From an optimization exercise on the open Yosys and OpenROAD flow, aimed at small area; shortcuts taken in it are not production practice.
Only simulation tests tie the RTL to the original design; equivalence was not proved. No driver is modelled on the clock port, so clocking that relies on it looks cheaper here than on a real chip.

==> flow/design.v <==
package pf_pkg;
    localparam int unsigned ADDR_W = 32;
    localparam int unsigned PAGE_OFFSET_W = 12;
    localparam int unsigned LINE_OFFSET_W = 6;
    localparam int unsigned TAG_W = ADDR_W - PAGE_OFFSET_W;
    localparam int unsigned COUNT_W = 8;
    localparam int unsigned NBLOCKS_RESET = 8;
    typedef logic signed [PAGE_OFFSET_W:0] stride_t;
    typedef enum logic [1:0] {
        TS_INIT,
        TS_STRIDE,
        TS_HIT1,
        TS_HIT2
    } train_state_e;
endpackage
`timescale 1ns/1ps
module stride_prefetcher #(
    parameter int unsigned TABLE_ENTRIES = 8,
    parameter int unsigned FIFO_DEPTH    = 8,
    parameter int unsigned MAX_CREDITS   = 2
) (
    input  logic                       clk_i,
    input  logic                       rst_ni,
    input  logic                       snoop_valid_i,
    input  logic [pf_pkg::ADDR_W-1:0]  snoop_addr_i,
    input  logic                       cfg_valid_i,
    input  logic [pf_pkg::COUNT_W-1:0] cfg_nblocks_i,
    output logic                       req_valid_o,
    output logic [pf_pkg::ADDR_W-1:0]  req_addr_o,
    input  logic                       credit_i
);
    localparam int unsigned NE    = TABLE_ENTRIES;
    localparam int unsigned IDX_W = (NE > 1) ? $clog2(NE) : 1;
    localparam int unsigned VC_W  = $clog2(NE + 1);
    localparam int unsigned ND    = FIFO_DEPTH;
    localparam int unsigned PTR_W = (ND > 1) ? $clog2(ND) : 1;
    localparam int unsigned CNT_W = $clog2(ND + 1);
    localparam int unsigned CRED_W = $clog2(MAX_CREDITS + 1);
    localparam int unsigned TAG_W = pf_pkg::TAG_W;
    localparam int unsigned OFF_W = pf_pkg::PAGE_OFFSET_W;
    localparam int unsigned BASE_W = pf_pkg::ADDR_W - pf_pkg::LINE_OFFSET_W;
    localparam int unsigned NB_W  = pf_pkg::COUNT_W;
    logic [NB_W-1:0] nblocks_q;
    always_ff @(posedge clk_i or negedge rst_ni) begin
        if (!rst_ni) begin
            nblocks_q <= NB_W'(pf_pkg::NBLOCKS_RESET);
        end else if (cfg_valid_i) begin
            nblocks_q <= cfg_nblocks_i;
        end
    end
    logic [VC_W-1:0]  vcnt_q;
    logic [TAG_W-1:0] tag_q [NE];
    logic [OFF_W-1:0] idx_q [NE];
    logic [OFF_W-1:0] str_q [NE];
    logic [1:0]       st_q  [NE];
    logic             mru_q [NE][NE];
    logic [TAG_W-1:0] snoop_tag;
    logic [OFF_W-1:0] snoop_idx;
    logic [NE-1:0]    hit_vec;
    logic [NE-1:0]    lru_vec;
    logic [NE-1:0]    free_vec;
    logic [NE-1:0]    sel_vec;
    logic             hit;
    logic             free_found;
    logic [OFF_W-1:0] h_idx;
    logic [OFF_W-1:0] h_str;
    logic [1:0]       h_st;
    logic [OFF_W:0]   new_stride;
    logic             stride_match;
    logic [1:0]       new_state;
    logic             emit;
    logic [pf_pkg::ADDR_W-1:0] target_addr;
    logic [OFF_W-1:0] pred;
    logic             pred_ge;
    logic             pred_up;
    logic             pred_down;
    logic             pred_ok;
    assign snoop_tag  = snoop_addr_i[pf_pkg::ADDR_W-1:OFF_W];
    assign snoop_idx  = snoop_addr_i[OFF_W-1:0];
    assign free_found = (vcnt_q != VC_W'(NE));
    always_comb begin
        for (int i = 0; i < NE; i++) begin
            hit_vec[i]  = (VC_W'(i) < vcnt_q) && (tag_q[i] == snoop_tag);
            free_vec[i] = (vcnt_q == VC_W'(i));
            lru_vec[i]  = 1'b1;
            for (int j = 0; j < NE; j++) begin
                if (j < i) lru_vec[i] = lru_vec[i] & mru_q[j][i];
                if (j > i) lru_vec[i] = lru_vec[i] & !mru_q[i][j];
            end
        end
    end
    assign hit     = |hit_vec;
    assign sel_vec = hit ? hit_vec : (free_found ? free_vec : lru_vec);
    always_comb begin
        h_idx = '0;
        h_str = '0;
        h_st  = '0;
        for (int i = 0; i < NE; i++) begin
            h_idx = h_idx | (idx_q[i] & {OFF_W{hit_vec[i]}});
            h_str = h_str | (str_q[i] & {OFF_W{hit_vec[i]}});
            h_st  = h_st  | (st_q[i]  & {2{hit_vec[i]}});
        end
    end
    assign stride_match = (h_st != 2'd0) && (snoop_idx == h_str);
    assign pred_ok      = !pred_up && !pred_down && (snoop_idx != h_idx);
    always_comb begin
        logic c1, c2, a1, a2, b;
        c1 = 1'b1;
        c2 = 1'b1;
        for (int k = 0; k <= OFF_W; k++) begin
            b  = (k < OFF_W) ? !h_idx[k] : 1'b1;
            a1 = (k < OFF_W) ? snoop_idx[k] : 1'b0;
            a2 = (k >= 1) ? snoop_idx[k-1] : 1'b0;
            new_stride[k] = a1 ^ b ^ c1;
            if (k < OFF_W) pred[k] = a2 ^ b ^ c2;
            c1 = (a1 & b) | (a1 & c1) | (b & c1);
            c2 = (a2 & b) | (a2 & c2) | (b & c2);
        end
    end
    assign pred_ge   = ({snoop_idx[OFF_W-2:0], 1'b0} >= h_idx);
    assign pred_up   = snoop_idx[OFF_W-1] && pred_ge;
    assign pred_down = !snoop_idx[OFF_W-1] && !pred_ge;
    always_comb begin
        if (!hit || !pred_ok) begin
            new_state = 2'd0;
        end else if (!stride_match) begin
            new_state = 2'd1;
        end else begin
            new_state = h_st + 2'd1;
        end
    end
    assign emit = snoop_valid_i && hit && (h_st == 2'd3) && stride_match;
    always_comb begin
        logic c_inc, c_dec;
        c_inc = 1'b1;
        c_dec = 1'b1;
        for (int b = 0; b < TAG_W; b++) begin
            target_addr[OFF_W+b] = snoop_tag[b] ^ ((pred_up && c_inc) || (pred_down && c_dec));
            c_inc = c_inc && snoop_tag[b];
            c_dec = c_dec && !snoop_tag[b];
        end
        target_addr[OFF_W-1:0] = pred;
    end
    always_ff @(posedge clk_i or negedge rst_ni) begin
        if (!rst_ni) begin
            vcnt_q <= '0;
        end else if (snoop_valid_i && !hit && free_found) begin
            vcnt_q <= vcnt_q + 1'b1;
        end
    end
    always_ff @(posedge clk_i) begin
        for (int i = 0; i < NE; i++) begin
            if (snoop_valid_i && sel_vec[i]) begin
                tag_q[i] <= snoop_tag;
                idx_q[i] <= snoop_idx;
                str_q[i] <= pred;
                st_q[i]  <= new_state;
            end
            for (int j = i + 1; j < NE; j++) begin
                if (snoop_valid_i && (sel_vec[i] || sel_vec[j])) begin
                    mru_q[i][j] <= sel_vec[i];
                end
            end
        end
    end
    logic [BASE_W-1:0] fb_q [ND];
    logic [OFF_W:0]    fs_q [ND];
    logic [NB_W-1:0]   fn_q [ND];
    logic [PTR_W-1:0]  wptr_q;
    logic [ND-1:0]     rptr_q;      
    logic [ND-1:0]     rptr_next;
    logic [CNT_W-1:0]  cnt_q;
    logic              pend_q;
    logic              full;
    logic              pop;
    logic              rd_adv;
    assign full      = (cnt_q == CNT_W'(ND));
    assign rd_adv    = pop || (pend_q && full);
    assign rptr_next = rd_adv ? {rptr_q[ND-2:0], rptr_q[ND-1]} : rptr_q;
    always_ff @(posedge clk_i or negedge rst_ni) begin
        if (!rst_ni) begin
            wptr_q <= '0;
            rptr_q <= ND'(1);
            cnt_q  <= '0;
            pend_q <= 1'b0;
        end else begin
            pend_q <= emit;
            if (emit) begin
                wptr_q <= wptr_q + 1'b1;
            end
            rptr_q <= rptr_next;
            if (pend_q && !rd_adv) begin
                cnt_q <= cnt_q + 1'b1;
            end else if (rd_adv && !pend_q) begin
                cnt_q <= cnt_q - 1'b1;
            end
        end
    end
    always_ff @(posedge clk_i) begin
        for (int i = 0; i < ND; i++) begin
            if (emit && (wptr_q == PTR_W'(i))) begin
                fb_q[i] <= target_addr[pf_pkg::ADDR_W-1:pf_pkg::LINE_OFFSET_W];
                fs_q[i] <= new_stride;
                fn_q[i] <= nblocks_q;
            end
        end
    end
    logic              busy_q;
    logic              oop_q;
    logic [pf_pkg::ADDR_W-1:0] addr_q;
    logic [OFF_W:0]    stride_q;
    logic [NB_W-1:0]   remain_q;
    logic [CRED_W-1:0] credits_q;
    logic              busy_next;
    logic              last_req;
    logic [OFF_W+1:0]  step;
    assign pop         = !busy_q && (cnt_q != '0);
    assign req_valid_o = busy_q && !oop_q && (credits_q != '0);
    assign req_addr_o  = {addr_q[pf_pkg::ADDR_W-1:pf_pkg::LINE_OFFSET_W], {pf_pkg::LINE_OFFSET_W{1'b0}}};
    assign last_req    = req_valid_o && (remain_q == NB_W'(1));
    assign busy_next   = pop ? (remain_q != '0) : (busy_q && !oop_q && !last_req);
    always_comb begin
        logic c, a, b;
        c = 1'b0;
        for (int k = 0; k <= OFF_W + 1; k++) begin
            a = (k < OFF_W) ? addr_q[k] : 1'b0;
            b = (k <= OFF_W) ? stride_q[k] : stride_q[OFF_W];
            step[k] = a ^ b ^ c;
            c = (a & b) | (a & c) | (b & c);
        end
    end
    always_ff @(posedge clk_i or negedge rst_ni) begin
        if (!rst_ni) begin
            busy_q    <= 1'b0;
            credits_q <= CRED_W'(MAX_CREDITS);
        end else begin
            busy_q    <= busy_next;
            credits_q <= credits_q - CRED_W'(req_valid_o) + CRED_W'(credit_i);
        end
    end
    logic [BASE_W-1:0] head_b;
    logic [OFF_W:0]    head_s;
    logic [NB_W-1:0]   head_n;
    always_comb begin
        head_b = '0;
        head_s = '0;
        head_n = '0;
        for (int i = 0; i < ND; i++) begin
            head_b = head_b | (fb_q[i] & {BASE_W{rptr_next[i]}});
            head_s = head_s | (fs_q[i] & {(OFF_W+1){rptr_next[i]}});
            head_n = head_n | (fn_q[i] & {NB_W{rptr_next[i]}});
        end
    end
    always_ff @(posedge clk_i) begin
        if (!busy_next) begin
            addr_q   <= {head_b, {pf_pkg::LINE_OFFSET_W{1'b0}}};
            stride_q <= head_s;
            remain_q <= head_n;
            oop_q    <= 1'b0;
        end else if (req_valid_o) begin
            addr_q[OFF_W-1:0] <= step[OFF_W-1:0];
            remain_q          <= remain_q - 1'b1;
            oop_q             <= |step[OFF_W+1:OFF_W];
        end
    end
endmodule
export LEC_CHECK = 0
export CAP_MARGIN = 20
export CORE_MARGIN = 2
export CORE_UTILIZATION = 70
export CTS_CLUSTER_DIAMETER = 100
export CTS_CLUSTER_SIZE = 30
export GPL_TIMING_DRIVEN = 0
export SLEW_MARGIN = 20
create_clock -name core_clock -period 10.0 [get_ports {clk_i}]
standard.sh (not shown) runs the stock make flow with config.mk's settings and CLKGATE_MAP_FILE= SYNTH_SCRIPT=/design/flow/synth_recipe.tcl, a recipe that flattens the netlist after the stock synthesis.
==> flow/flow/run.sh <==
#!/bin/bash
# Standard layout, with the port buffers made from the smallest buffer cell, the synthesis
# buffers removed at floorplan (placement is not timing driven) and a clock tree built
# without dummy loads.
set -euo pipefail
export BUFFER_PORTS_ARGS="-buffer_cell sky130_fd_sc_hd__buf_1"
export REMOVE_ABC_BUFFERS=1
export CTS_ARGS="-sink_clustering_enable -repair_clock_nets -sink_clustering_size 30 -sink_clustering_max_diameter 100 -dont_use_dummy_load"
bash standard.sh > standard.log 2>&1
==> next run, changes <==
--- a/flow/design.v
+++ b/flow/design.v
@@ -73,4 +73,7 @@
     logic [OFF_W-1:0] pred;
     logic             pred_ge;
+    logic             pred_lo_ge;
+    logic [OFF_W-1:0] dbl;
+    localparam int unsigned LO_W = OFF_W / 2;
     logic             pred_up;
     logic             pred_down;
@@ -116,7 +119,10 @@
             c1 = (a1 & b) | (a1 & c1) | (b & c1);
             c2 = (a2 & b) | (a2 & c2) | (b & c2);
-        end
-    end
-    assign pred_ge   = ({snoop_idx[OFF_W-2:0], 1'b0} >= h_idx);
+            if (k == LO_W - 1) pred_lo_ge = c2;
+        end
+    end
+    assign dbl       = {snoop_idx[OFF_W-2:0], 1'b0};
+    assign pred_ge   = (dbl[OFF_W-1:LO_W] > h_idx[OFF_W-1:LO_W])
+                    || ((dbl[OFF_W-1:LO_W] == h_idx[OFF_W-1:LO_W]) && pred_lo_ge);
     assign pred_up   = snoop_idx[OFF_W-1] && pred_ge;
     assign pred_down = !snoop_idx[OFF_W-1] && !pred_ge;
Result: Utilization grows by 0.71 points. Cell area shrinks by 0.91%. Area after synthesis shrinks by 1.2%. Via count shrinks by 2.8%. Wire length shrinks by 0.50%. Maximum frequency shrinks by 2.4%. Clock-buffer cell count stays the same. Non-clock buffer count grows by 6. Worst hold slack loses 0.0092 ns. Final cell count shrinks by 3.3%.

static timing again, ports no longer ideal:
Ports are ideal in the flow. The routed layouts listed here were re-timed in OpenROAD. Step 1 sets driving cells, clkbuf_16 on the clock port and buf_2 on the other inputs (assumed; they add their load-dependent delay and slew). Step 2 also shifts input and output timing later by t, the mid clock arrival at the registers, as if the neighbouring blocks saw the same clock. Three values: ideal, step 1, step 2; two values: the first two.
run | t (ns) | slack for setup (ns) | worst register clock-pin slew, ns | worst data-port slew with drivers (ns) | cell pins on the clock port's net
the first run | 0.634 | 0.521 / 0.560 / -0.074 | 0.11 / 0.11 | 0.06 | 1
the second run | 0.639 | 0.291 / 0.328 / -0.311 | 0.11 / 0.11 | 0.06 | 1
With both steps, setup timing fails in the first run and the second run, where it was met with ideal ports. The setup slack of the second run, which loses most, moves by +0.037 ns with the drivers and by -0.602 ns with both steps.
